What follows belongs to an exercise in optimizing a design on an open flow for small area, a short achievable clock period and few clock cycles per item; a production flow would make more cautious choices. In this exercise RTL edits were held to simulation tests only and were not proved equivalent to the original.

==> flow/design.v (outline; a module is shown in full before it is edited, if it fits) <==
// module sgd_control: 77 lines
// module sgd_dot_product: 36 lines
// module sgd_tree_dot: 1909 lines
// module sgd_gradient: 50 lines
// module sgd_add: 38 lines
// module sgd_tree_upd: 529 lines
// module sgd_model: 19 lines
// module sgd_x_writeback: 33 lines
// module sgd_top: 120 lines
module sgd_top (
    input  wire                       clk,
    input  wire                       rst_n,
    input  wire                       start,
    input  wire sgd_pkg::count_t      mini_batch_size,
    input  wire sgd_pkg::count_t      number_of_samples,
    input  wire sgd_pkg::count_t      number_of_epochs,
    input  wire sgd_pkg::shift_t      step_shift,
    input  wire sgd_pkg::features_t   sample_features,
    input  wire sgd_pkg::model_word_t sample_label,
    input  wire                       sample_valid,
    output wire                       sample_ready,
    output wire sgd_pkg::model_word_t x_out_data,
    output wire                       x_out_valid,
    input  wire                       x_out_ready,
    output wire                       x_out_last,
    output wire                       done
);
  // ...
==> flow/flow/run.sh <==
#!/bin/bash
# Own layout flow: the standard flow, with one netlist step between
# synthesis and floorplan, and a tighter setup target for the repairs.
#  1. standard synthesis (bash standard.sh synth), unchanged
#  2. flow/faopt.py re-chooses the polarity of each full adder (and xor/xnor)
#     so that fewer inverters are needed; registers are not touched
#  3. the rest of the standard flow, with the setup repair aiming at
#     SETUP_SLACK_MARGIN below (the clock and constraints are the standard flow's), and
#     every port buffered with buf_2 rather than the cell buffer_ports picks
# Each tool's output goes to a log file of its own in this folder.
set -euo pipefail
MARGIN=${MARGIN:-5.4}
R=orfs/results/${FLOW_PLATFORM}/sgd_top/base

bash standard.sh synth > synth.log 2>&1
cp $R/1_2_yosys.v $R/1_2_yosys.std.v
python3 flow/faopt.py $R/1_2_yosys.std.v $R/1_2_yosys.opt.v > faopt.log 2>&1
cp $R/1_2_yosys.opt.v $R/1_2_yosys.v
touch $R/1_2_yosys.v
rm -f $R/1_synth.odb $R/1_synth.sdc
bash standard.sh synth > synth_odb.log 2>&1
bash standard.sh SETUP_SLACK_MARGIN=$MARGIN "BUFFER_PORTS_ARGS=-buffer_cell sky130_fd_sc_hd__buf_2" finish > finish.log 2>&1
==> flow/flow/faopt.py <==
#!/usr/bin/env python3
"""Full adders are self-dual: fa(~a, ~b, ~c) = ~fa(a, b, c) on both outputs.
Re-choose each full adder's polarity in a Yosys netlist so that fewer
inverters are needed, and rewrite the netlist. Usage: faopt.py in.v out.v"""
import re
import sys
import random
import os

INV_RE = re.compile(r'^sky130_fd_sc_hd__(clk)?inv_\d+$')
FA_RE = re.compile(r'^sky130_fd_sc_hd__fa_\d+$')
XOR_RE = re.compile(r'^sky130_fd_sc_hd__x(n?)or2_(\d+)$')
LIB = os.path.join(os.environ.get('FLOW_HOME', '/OpenROAD-flow-scripts/flow'),
                   'platforms/sky130hd/lib/sky130_fd_sc_hd__tt_025C_1v80.lib')


def output_pins():
    """cell name -> its output pins, from the liberty file"""
    outs = {}
    cell = None
    pin = None
    for line in open(LIB):
        m = re.match(r'\s*cell\s*\(\s*"?([\w]+)"?\s*\)', line)
        if m:
            cell = m.group(1)
            outs[cell] = set()
            continue
        m = re.match(r'\s*pin\s*\(\s*"?([\w]+)"?\s*\)', line)
        if m:
            pin = m.group(1)
            continue
        m = re.match(r'\s*direction\s*:\s*"?(\w+)"?', line)
        if m and cell and pin and m.group(1) == 'output':
            outs[cell].add(pin)
    return outs


OUTS = output_pins()


def main(src, dst):
    text = open(src).read()
    text = re.sub(r'\(\*.*?\*\)', '', text, flags=re.S)
    text = re.sub(r'/\*.*?\*/', '', text, flags=re.S)
    m = re.search(r'\bmodule\s+(\S+)\s*\((.*?)\);', text, re.S)
    body_start = m.end()
    end = text.rindex('endmodule')
    head, body, tail = text[:body_start], text[body_start:end], text[end:]
    # split the body into statements
    stmts = [s.strip() for s in body.split(';')]
    stmts = [s for s in stmts if s]
    cells = []   # [type, name, {pin: net}, idx]
    other = []   # statements kept as they are, with their index
    port_nets = set()
    for s in stmts:
        mm = re.match(r'^(\S+)\s+(\S+)\s*\((.*)\)$', s, re.S)
        if mm and mm.group(1).startswith('sky130_fd_sc_hd__'):
            pins = dict((p, n.strip()) for p, n in re.findall(r'\.(\w+)\(([^()]*)\)', mm.group(3)))
            cells.append([mm.group(1), mm.group(2), pins])
        else:
            other.append(s)
            if re.match(r'^(input|output|inout)\b', s):
                for n in re.findall(r'([\\\w$.\[\]]+)\s*$', s.split('\n')[-1]):
                    pass
    # nets named in non-cell statements (ports, assigns) are kept as they are
    fixed_text = '\n'.join(o for o in other if not re.match(r'^wire\b', o))
    fixed_names = set(re.findall(r'[\\]?[\w$.]+(?:\[\d+\])?', fixed_text))

    def fixed(net):
        base = re.sub(r'\[\d+\]$', '', net)
        return net in fixed_names or base in fixed_names

    driver = {}
    for c in cells:
        for p, n in c[2].items():
            if p in OUTS[c[0]]:
                driver[n] = c
    invs = [c for c in cells if INV_RE.match(c[0])]
    inv_out = {c[2]['Y']: c for c in invs}

    # root of a net through inverter chains: (root net, polarity)
    def root(n):
        pol = 0
        seen = 0
        while n in inv_out and not fixed(n) and seen < 10:
            n = inv_out[n][2]['A']
            pol ^= 1
            seen += 1
        return n, pol

    fas = [c for c in cells if FA_RE.match(c[0])]
    nfa = len(fas)
    fas += [c for c in cells if XOR_RE.match(c[0])]
    fa_idx = {id(c): i for i, c in enumerate(fas)}
    # removable inverters: output not fixed
    removable = [c for c in invs if not fixed(c[2]['Y'])]
    removable_ids = set(id(c) for c in removable)
    # consumers: (cell, pin) -> (root, polarity wanted in the original)
    uses = []
    for c in cells:
        if id(c) in removable_ids:
            continue
        for p, n in c[2].items():
            if p in OUTS[c[0]]:
                continue
            r, q = root(n)
            uses.append((c, p, r, q))
    # roots driven by an FA output
    def fa_of_root(r):
        d = driver.get(r)
        if d is not None and (FA_RE.match(d[0]) or XOR_RE.match(d[0])) and not fixed(r):
            return fa_idx[id(d)]
        return None

    by_root = {}
    for u in uses:
        by_root.setdefault(u[2], []).append(u)
    roots = list(by_root)
    root_fa = {r: fa_of_root(r) for r in roots}
    use_fa = []
    for (c, p, r, q) in uses:
        use_fa.append(fa_idx[id(c)] if FA_RE.match(c[0]) and p in ('A', 'B', 'CIN') else None)
    root_uses = {}
    for i, u in enumerate(uses):
        root_uses.setdefault(u[2], []).append(i)
    fa_roots = [set() for _ in fas]
    for r in roots:
        if root_fa[r] is not None:
            fa_roots[root_fa[r]].add(r)
    for i, u in enumerate(uses):
        if use_fa[i] is not None:
            fa_roots[use_fa[i]].add(u[2])

    flip = [0] * len(fas)

    def need_inv(r):
        pr = flip[root_fa[r]] if root_fa[r] is not None else 0
        for i in root_uses[r]:
            q = uses[i][3]
            g = flip[use_fa[i]] if use_fa[i] is not None else 0
            if q ^ g != pr:
                return 1
        return 0

    def cost_of(k):
        return sum(need_inv(r) for r in fa_roots[k])

    total0 = sum(need_inv(r) for r in roots)
    import math
    cur = [cost_of(k) for k in range(len(fas))]
    best = list(flip)
    total = sum(need_inv(r) for r in roots)
    best_total = total
    n = len(fas)
    steps = 400 * n
    for t in range(steps):
        temp = 2.0 * (1 - t / steps) + 0.01
        k = random.randrange(n)
        before = cost_of(k)
        flip[k] ^= 1
        after = cost_of(k)
        d = after - before
        if d <= 0 or random.random() < math.exp(-d / temp):
            total += d
            if total < best_total:
                best_total = total
                best = list(flip)
        else:
            flip[k] ^= 1
    flip[:] = best
    improved = True
    while improved:
        improved = False
        for k in range(n):
            before = cost_of(k)
            flip[k] ^= 1
            if cost_of(k) < before:
                improved = True
            else:
                flip[k] ^= 1
    total1 = sum(need_inv(r) for r in roots)
    sys.stderr.write(f"faopt: {len(fas)} full adders, {sum(flip)} flipped; "
                     f"inverters {len(invs)} -> {len(invs) - len(removable) + total1} "
                     f"(removable {len(removable)}, needed {total0} before, {total1} after)\n")

    for k in range(nfa, len(fas)):
        if flip[k]:
            c = fas[k]
            m = XOR_RE.match(c[0])
            c[0] = 'sky130_fd_sc_hd__x' + ('or2_' if m.group(1) else 'nor2_') + m.group(2)
            if 'X' in c[2]:
                c[2]['Y'] = c[2].pop('X')
            else:
                c[2]['X'] = c[2].pop('Y')
    # rewrite: one inverter per root that needs the other polarity
    spare = list(removable)
    inv_for = {}
    new_cells = []
    for r in roots:
        if need_inv(r):
            c = spare.pop() if spare else None
            if c is None:
                name = f"_faopt_inv_{len(inv_for)}_"
                c = ['sky130_fd_sc_hd__inv_1', name, {}]
                out = f"_faopt_n_{len(inv_for)}_"
            else:
                out = c[2]['Y']
            c[2] = {'A': r, 'Y': out}
            inv_for[r] = out
            new_cells.append(c)
    for i, (c, p, r, q) in enumerate(uses):
        g = flip[use_fa[i]] if use_fa[i] is not None else 0
        pr = flip[root_fa[r]] if root_fa[r] is not None else 0
        c[2][p] = r if (q ^ g) == pr else inv_for[r]
    kept = [c for c in cells if id(c) not in removable_ids] + new_cells
    # declare nets made here
    decl = ''.join(f"  wire {c[2]['Y']};\n" for c in new_cells if c[2]['Y'].startswith('_faopt_n_'))
    out = [head, '\n']
    for o in other:
        out.append('  ' + o + ' ;\n')
    out.append(decl)
    for c in kept:
        pins = ',\n'.join(f'    .{p}({n} )' for p, n in c[2].items())
        out.append(f'  {c[0]} {c[1]} (\n{pins}\n  );\n')
    out.append(tail)
    # every net read by a cell must still have a driver; if not, keep the input
    inputs = set()
    assigned = set()
    for o in other:
        m2 = re.match(r'^input\s+(?:\[[^\]]*\]\s*)?(\S+)', o)
        if m2:
            inputs.add(m2.group(1))
        m2 = re.match(r'^assign\s+(\S+)', o)
        if m2:
            assigned.add(re.sub(r'\[.*', '', m2.group(1)))
    driven = set()
    for c in kept:
        for p, n in c[2].items():
            if p in OUTS[c[0]]:
                driven.add(n)
    bad = []
    for c in kept:
        for p, n in c[2].items():
            if p in OUTS[c[0]] or re.match(r"^\d+'[bh]", n):
                continue
            base = re.sub(r'\[\d+\]$', '', n)
            if n not in driven and base not in inputs and base not in assigned and n not in assigned:
                bad.append(n)
    if bad:
        sys.stderr.write(f"faopt: {len(bad)} nets without a driver (e.g. {bad[:5]}); netlist left as it was\n")
        open(dst, 'w').write(open(src).read())
        return
    open(dst, 'w').write(''.join(out))


if __name__ == '__main__':
    random.seed(1)
    main(sys.argv[1], sys.argv[2])
==> flow/standard.sh <==
#!/bin/bash
# synth_recipe.tcl (not shown) runs the flow's synth.tcl, then flattens the netlist and writes it again
# the make line also repeats each setting of config.mk as NAME=value (left out here)
make -C /OpenROAD-flow-scripts/flow DESIGN_CONFIG=/design/flow/config.mk WORK_HOME=/design/flow/orfs CLKGATE_MAP_FILE= SYNTH_SCRIPT=/design/flow/synth_recipe.tcl "${@:-finish}"
==> flow/config.mk <==
export PLATFORM = sky130hd
export DESIGN_NAME = sgd_top
export DESIGN_NICKNAME = sgd_top
export VERILOG_FILES = /design/flow/design.v
export SDC_FILE = /design/flow/constraint.sdc
export NUM_CORES = 4
export LEC_CHECK = 0
export ABC_AREA = 1
export CAP_MARGIN = 20
export CORE_MARGIN = 2
export CORE_UTILIZATION = 45
export CTS_BUF_LIST = sky130_fd_sc_hd__clkbuf_4 sky130_fd_sc_hd__clkbuf_8
export SETUP_SLACK_MARGIN = 5
export SLEW_MARGIN = 20
==> flow/constraint.sdc <==
create_clock -name core_clock -period 10.0 [get_ports {clk}]
set_input_delay 2.0000 -clock core_clock [delete_from_list [all_inputs] [get_ports {clk}]]
set_output_delay 2.0000 -clock core_clock [all_outputs]
set_load 0.01 [all_outputs]
==> impl_metrics.env, run 1 <==
export IMPL_outcome="finished clean"
export IMPL_inverters=669
export IMPL_worstSetupPathType="flop to output pin"
export IMPL_clock_sinks=632
export IMPL_wl_met2_um=96000
export IMPL_reg2reg_to="u_dot_product.dp_1[27]"
export IMPL_multi_input_gates=4803
export IMPL_fin_skew_ns=0.0786
export IMPL_max_stage_delay_ns=0.63
export IMPL_r2r_start="u_model.x[54]"
export IMPL_syn_inst=6480
export IMPL_final_util_pct=52.1
export IMPL_dr_total_vias=51384
export IMPL_die_area_um2=138000
export IMPL_cts_hold_buf=0
export IMPL_track_usage_pct=32.1
export IMPL_top_layer="met5"
export IMPL_signal_buffer_area_fraction_pct=5.91
export IMPL_grt_setup_unrepaired="true"
export IMPL_synthToLayoutAreaGrowth_pct=14.7
export IMPL_dieWidth_um=372
export IMPL_wire_per_inst_um=26.7
export IMPL_largestRegisters="u_model.w (128), u_model.x (128)"
export IMPL_period_share_pct=46.1
export IMPL_drtPass1Iterations=8
export IMPL_most_common_layout_cells="843 x o22ai_1, 743 x fa_1, 727 x nand2_1, 581 x xnor2_1, 568 x inv_1"
export IMPL_n_tap_cell=1768
export IMPL_fp_row_count=134
export IMPL_synth_area_um2=60800
export IMPL_rr_worst_depth=10
export IMPL_fin_nets=7851
export IMPL_fillers=12288
export IMPL_layout_drive_gt1_share_pct=15.3
export IMPL_die_h_um=372
export IMPL_final_area_um2=69700
export IMPL_busiest_layer="met2"
Testbench counts, summed over its fixed seeds: cycles 5,573, samples 3,865.
==> run 2: changes to the inputs <==
--- a/flow/config.mk
+++ b/flow/config.mk
@@ -12,2 +12,3 @@
 export CTS_BUF_LIST = sky130_fd_sc_hd__clkbuf_4 sky130_fd_sc_hd__clkbuf_8
+export PLACE_DENSITY = 0.7
 export SETUP_SLACK_MARGIN = 5
==> run 2 against run 1 <==
Compared with the run above:
- largest cell class unchanged
- non-clock buffer count rose by 12
- fmax fell by 2.1%
- global-route usage fell by 0.82 points
- clock-buffer cell count fell by 15
- critical path depth rose by 12
- via count rose by 3.1%
- final cell count rose by 0.30%
- synthesized cell count did not move
==> impl_metrics.env, run 2 <==
export IMPL_layout_drive_gt1_share_pct=15.8
export IMPL_critPathMaxFanout=32
export IMPL_clock_sinks=632
export IMPL_grt_pass1_wl_um=323000
export IMPL_cts_hold_buf=0
export IMPL_seq_area_um2=14900
export IMPL_htree_num_levels=3
export IMPL_reg2reg_slack_ns=5.29
export IMPL_drc=0
export IMPL_most_common_layout_cells="843 x o22ai_1, 753 x fa_1, 727 x nand2_1, 581 x xnor2_1, 559 x inv_1"
export IMPL_relSlewSlack_pct=25.7
export IMPL_finalCriticalPeriod_ns=4.71
export IMPL_drt_total_wl_um=228000
export IMPL_antenna_found_initial=9
export IMPL_largestRegisters="u_model.w (128), u_model.x (128)"
export IMPL_hold_slack_ns=0.292
export IMPL_multiInputGateArea_um2=43100
export IMPL_outcome="finished clean"
export IMPL_r2r_start="u_gradient.loss[10]"
export IMPL_crit_arrival_ns=5.28
export IMPL_start_util_pct=45.4
export IMPL_dieWidth_um=372
export IMPL_io_buffer_count=157
export IMPL_grt_max_degree=98
export IMPL_worstSetupPathType="flop to flop"
export IMPL_place_congestion=1.02
export IMPL_gr_usage_met3_pct=10.5
export IMPL_reg2reg_to="u_model.x[17]"
export IMPL_maxCapViolCount=0
export IMPL_grt_pass1_vias=51478
export IMPL_grt_util_met2_pct=44.2
export IMPL_final_util_pct=52.1
export IMPL_critPathLaunchType="flop"
export IMPL_placed_area_um2=62900
export IMPL_worstPathRequired_ns=10.57
export IMPL_hp_class="flop to flop"
export IMPL_cts_tree="yes"
export IMPL_wire_per_inst_um=26.7
export IMPL_rr_worst_depth=18
export IMPL_track_usage_pct=31.3
export IMPL_synth_warnings=10
export IMPL_synthToLayoutAreaGrowth_pct=14.7
export IMPL_postRouteAntennaNets=0
export IMPL_final_area_um2=69700
export IMPL_finalSetupViolations=0
export IMPL_crit_start="u_gradient.loss[10]"
export IMPL_max_freq_mhz=212
export IMPL_fin_skew_ns=0.0938
export IMPL_fp_row_count=134
export IMPL_synthesis_nets=7672
export IMPL_drt_iter0_markers=6945
export IMPL_drt_vias_per_instance=6.19
export IMPL_io_pins=158
export IMPL_setup_tns_ns=0
export IMPL_numCtsBuffers=112
export IMPL_grt_setup_unrepaired="true"
export IMPL_worstMarginPinSlew_ns=1.11
export IMPL_slew_viol_final=0
export IMPL_synth_area_um2=60800
export IMPL_fillers=11791
export IMPL_critPathCapture="u_model.x[17]"
export IMPL_fin_nets=7876
export IMPL_synth_avg_cell_area_um2=9.38
export IMPL_coreArea_um2=134000
export IMPL_busiest_layer="met2"
export IMPL_final_common_cell="o22ai_1"
export IMPL_clockRootBuffer="clkbuf_8"
export IMPL_syn_inst=6480
export IMPL_dr_total_vias=52960
export IMPL_cts_buffer_depth=3
export IMPL_dp_final_hpwl_um=155000
export IMPL_globalRouteOverflowTotal=0
export IMPL_drtPass1Iterations=8
export IMPL_die_h_um=372
export IMPL_period_share_pct=47.1
export IMPL_clk_latency_ns=0.86
export IMPL_die_area_um2=138000
export IMPL_end_kind="flop"
export IMPL_clkTransAtPathRegs_ns=0.07
export IMPL_hold_viol_final=0
export IMPL_use_met1_pct=41.2
[run 2: cell type report]
type                    count  share of cell area, %
well taps                1768                   3.17
inverters                 645                   3.79
repair buffers            454                   5.85
diodes                      8                 0.0287
repair inverters           36                  0.384
clock buffers             153                   2.83
clock inverters            55                  0.820
flip-flops and latches    632                   21.4
multi-input cells        4803                   61.8
[run 2: worst min-delay path by stage]
stage,startpoint,end,cells past startpoint
floorplan,be0,be1,0
CTS,e1[43],e2[43],0
global placement,e1[39],e2[39],0
detailed placement,e1[17],e2[17],0
global route,e1[44],e2[44],0
finish,e1[43],e2[43],0
[run 2: per-stage QoR]
stage,setup slack (ns),cells
after CTS,5.31,8421
final,5.29,8554
after floorplan,5.51,6480
after global routing,5.15,8548
after detailed placement,4.76,8104
after global placement,4.81,8104
[run 2: worst max-delay path, cell delays in order (launching register included)]
cell	delay, ns
dfxtp_1	0.36
inv_1	0.14
buf_8	0.28
o22ai_1	0.17
xnor2_1	0.20
fa_1	0.47
fa_1	0.48
fa_1	0.60
ha_4	0.23
a21oi_4	0.14
clkinv_1	0.11
a31oi_1	0.17
o21ai_0	0.11
a21oi_1	0.17
nand2_2	0.17
fa_2	0.36
inv_1	0.07
xor2_1	0.15
nor2_1	0.08
[run 2: per-layer routing]
metal	share of wire [%]	up-vias	wire [µm]
met3	15	992	33400
met1	37	25729	83800
met2	41	3999	93600
met5	0.010	-	23
met4	7.7	4	17500
li1	-	22236	-
[run 2: what timing repair did]
item,CTS,global route
setup endpoints to repair,269,214
gates resized for setup,183,336
gates cloned,28,16
buffers inserted,81,108
pin swaps,4,48
==> run 3: changes to the inputs <==
--- a/flow/config.mk
+++ b/flow/config.mk
@@ -10,5 +10,4 @@
 export CORE_MARGIN = 2
-export CORE_UTILIZATION = 45
+export CORE_UTILIZATION = 55
 export CTS_BUF_LIST = sky130_fd_sc_hd__clkbuf_4 sky130_fd_sc_hd__clkbuf_8
-export PLACE_DENSITY = 0.7
 export SETUP_SLACK_MARGIN = 5
==> run 3 against run 2 <==
Compared with the run above:
- fmax rose by 1.0%
- clock skew increased by 0.0032 ns
- sequential cell count unchanged
- design area decreased by 0.62%
==> impl_metrics.env, run 3 <==
export IMPL_outcome="finished clean"
export IMPL_worstMarginPinSlew_ns=1.06
export IMPL_drt_iter0_markers=5543
export IMPL_fillers=9249
export IMPL_drc=0
export IMPL_finalCriticalPeriod_ns=4.67
export IMPL_max_freq_mhz=214
export IMPL_antenna_found_initial=7
export IMPL_dr_total_vias=51472
export IMPL_coreArea_um2=109000
export IMPL_cts_hold_buf=0
export IMPL_cp_slowest_cell="fa_1"
export IMPL_critPathLaunchType="flop"
export IMPL_grt_setup_unrepaired="true"
export IMPL_cts_buffer_depth=3
export IMPL_synthesis_nets=7672
export IMPL_syn_inst=6480
export IMPL_grt_pass1_vias=51166
export IMPL_max_stage_delay_ns=0.60
export IMPL_start_util_pct=55.7
export IMPL_io_buffer_count=157
export IMPL_globalRouteOverflowTotal=0
export IMPL_dp_final_hpwl_um=159000
export IMPL_period_share_pct=46.7
export IMPL_drt_total_wl_um=231000
export IMPL_dp_cells=7825
export IMPL_setup_tns_ns=0
export IMPL_largestRegisters="u_model.w (128), u_model.x (128)"
export IMPL_synth_avg_cell_area_um2=9.38
export IMPL_fin_nets=7874
export IMPL_die_area_um2=113000
export IMPL_fin_skew_ns=0.0970
export IMPL_clockRootBuffer="clkbuf_8"
export IMPL_seq_area_um2=14900
export IMPL_layout_drive_gt1_share_pct=15.6
export IMPL_worstSetupPathType="flop to flop"
export IMPL_grt_max_degree=97
export IMPL_clock_sinks=632
export IMPL_final_area_um2=69300
export IMPL_instances_no_fill=8264
export IMPL_drt_vias_per_instance=6.23
export IMPL_grt_pass1_wl_um=333000
export IMPL_fp_row_count=121
export IMPL_htree_num_levels=3
export IMPL_place_congestion=0.985
export IMPL_worstPathRequired_ns=10.74
export IMPL_place_ws_ns=4.84
export IMPL_finalWorstSetupSlack_ns=5.33
export IMPL_wire_per_inst_um=28.0
export IMPL_crit_arrival_ns=5.40
export IMPL_timing_critical_path_mode_cell="nand2_1"
export IMPL_placed_area_um2=62600
export IMPL_cts_tree="yes"
export IMPL_finalSetupViolations=0
export IMPL_end_kind="flop"
export IMPL_most_common_layout_cells="844 x o22ai_1, 741 x fa_1, 725 x nand2_1, 581 x xnor2_1, 563 x inv_1"
export IMPL_slew_viol_final=0
export IMPL_clk_latency_ns=0.86
export IMPL_numCtsBuffers=115
export IMPL_die_h_um=336
export IMPL_synth_warnings=10
export IMPL_dieWidth_um=336
export IMPL_critPathMaxFanout=25
export IMPL_track_usage_pct=39.9
export IMPL_io_pins=158
export IMPL_hold_viol_final=0
export IMPL_synth_area_um2=60800
export IMPL_multiInputGateArea_um2=43000
export IMPL_rr_worst_depth=21
export IMPL_hold_slack_ns=0.309
export IMPL_synthToLayoutAreaGrowth_pct=14.0
export IMPL_hold_depth=0
export IMPL_maxCapViolCount=0
export IMPL_relSlewSlack_pct=29.5
export IMPL_final_common_cell="o22ai_1"
export IMPL_postRouteAntennaNets=0
export IMPL_hp_class="flop to flop"
export IMPL_clkTransAtPathRegs_ns=0.08
export IMPL_drtPass1Iterations=8
export IMPL_final_util_pct=63.5
export IMPL_crit_chain="buf_8, inv_1, xnor2_1, fa_1, fa_1, fa_1, fa_1, xnor2_1, nand3_1, nand2_1, nand2_1, nand2_1, inv_1, nand2_1, nand2_1, nand2_1, nand2_1, inv_1, nand3_1, nand2_1, clkinv_1"
==> run 3: cell count changes in the layout (fill, tap and decap cells not counted), sizes merged <==
cell and change:
buf -2, bufbuf -1, clkinvlp -1, clkbuf +10, inv -5, bufinv +2, diode -3, clkinv +2
==> run 3: timing repair <==
item                       CTS  global route
cloned                      28            13
setup endpoints to repair  228           234
resized for setup          141           342
buffers inserted            96            79
pin swaps                    7            54
==> run 3: worst paths after layout <==
check / slack (ns) / to / start
max: 5.33 / u_dot_product.dp_1[31] / e0[35]
min: 0.31 / e2[31] / e1[31]
max reg2reg: 5.33 / u_dot_product.dp_1[31] / e0[35]
min reg2reg: 0.31 / e2[31] / e1[31]
==> run 3: area by class of cell <==
type,count,area share [%]
inverter,645,3.80
antenna,5,0.0181
timing repair buffer,454,5.74
timing repair inverter,31,0.336
tap,1476,2.66
sequential,632,21.5
clock buffer,160,2.95
multi-input combinational,4803,62.1
clock inverter,58,0.962
==> run 3: worst max-delay path, delay by kind of cell (launching register included) <==
family / cells / cell delay (ns)
adders and majority gates: 4 / 1.91
DFF: 1 / 0.42
and+or+nand+nor: 10 / 0.87
buffers and inverters: 5 / 0.80
xor gates and xnor gates: 2 / 0.47
==> run 3: layer usage <==
metal / share of wire [%] / track usage (%)
met2: 41 / 56.5
met5: 0.022 / 0
met1: 40 / 53.6
met4: 7.0 / 23.0
met3: 12 / 12.9

## separate check: timing with driven ports
Ports are ideal in the flow. The routed layouts listed here were re-timed in OpenROAD. Step 1, drivers: a clkbuf_16 drives clk and a buf_2 each remaining input, both assumed. Step 2 adds t to the input delays and takes it off the output delays; t is the mean of the earliest and latest rising clock arrival at the registers after step 1. Input paths then give back, and output paths get back, about the clock's delay inside the block. Three values: ideal, step 1, step 2; two values: the first two.
| run | shift t [ns] | setup slack, ns | worst setup path after step 2 |
|---|---|---|---|
| run 1 | 0.926 | 5.388 / 5.315 / 5.409 | register to register |
| run 2 | 0.886 | 5.287 / 5.287 / 5.287 | register to register |
| run 3 | 0.881 | 5.334 / 5.334 / 5.334 | register to register |
After both steps setup and hold are still met in every run listed.
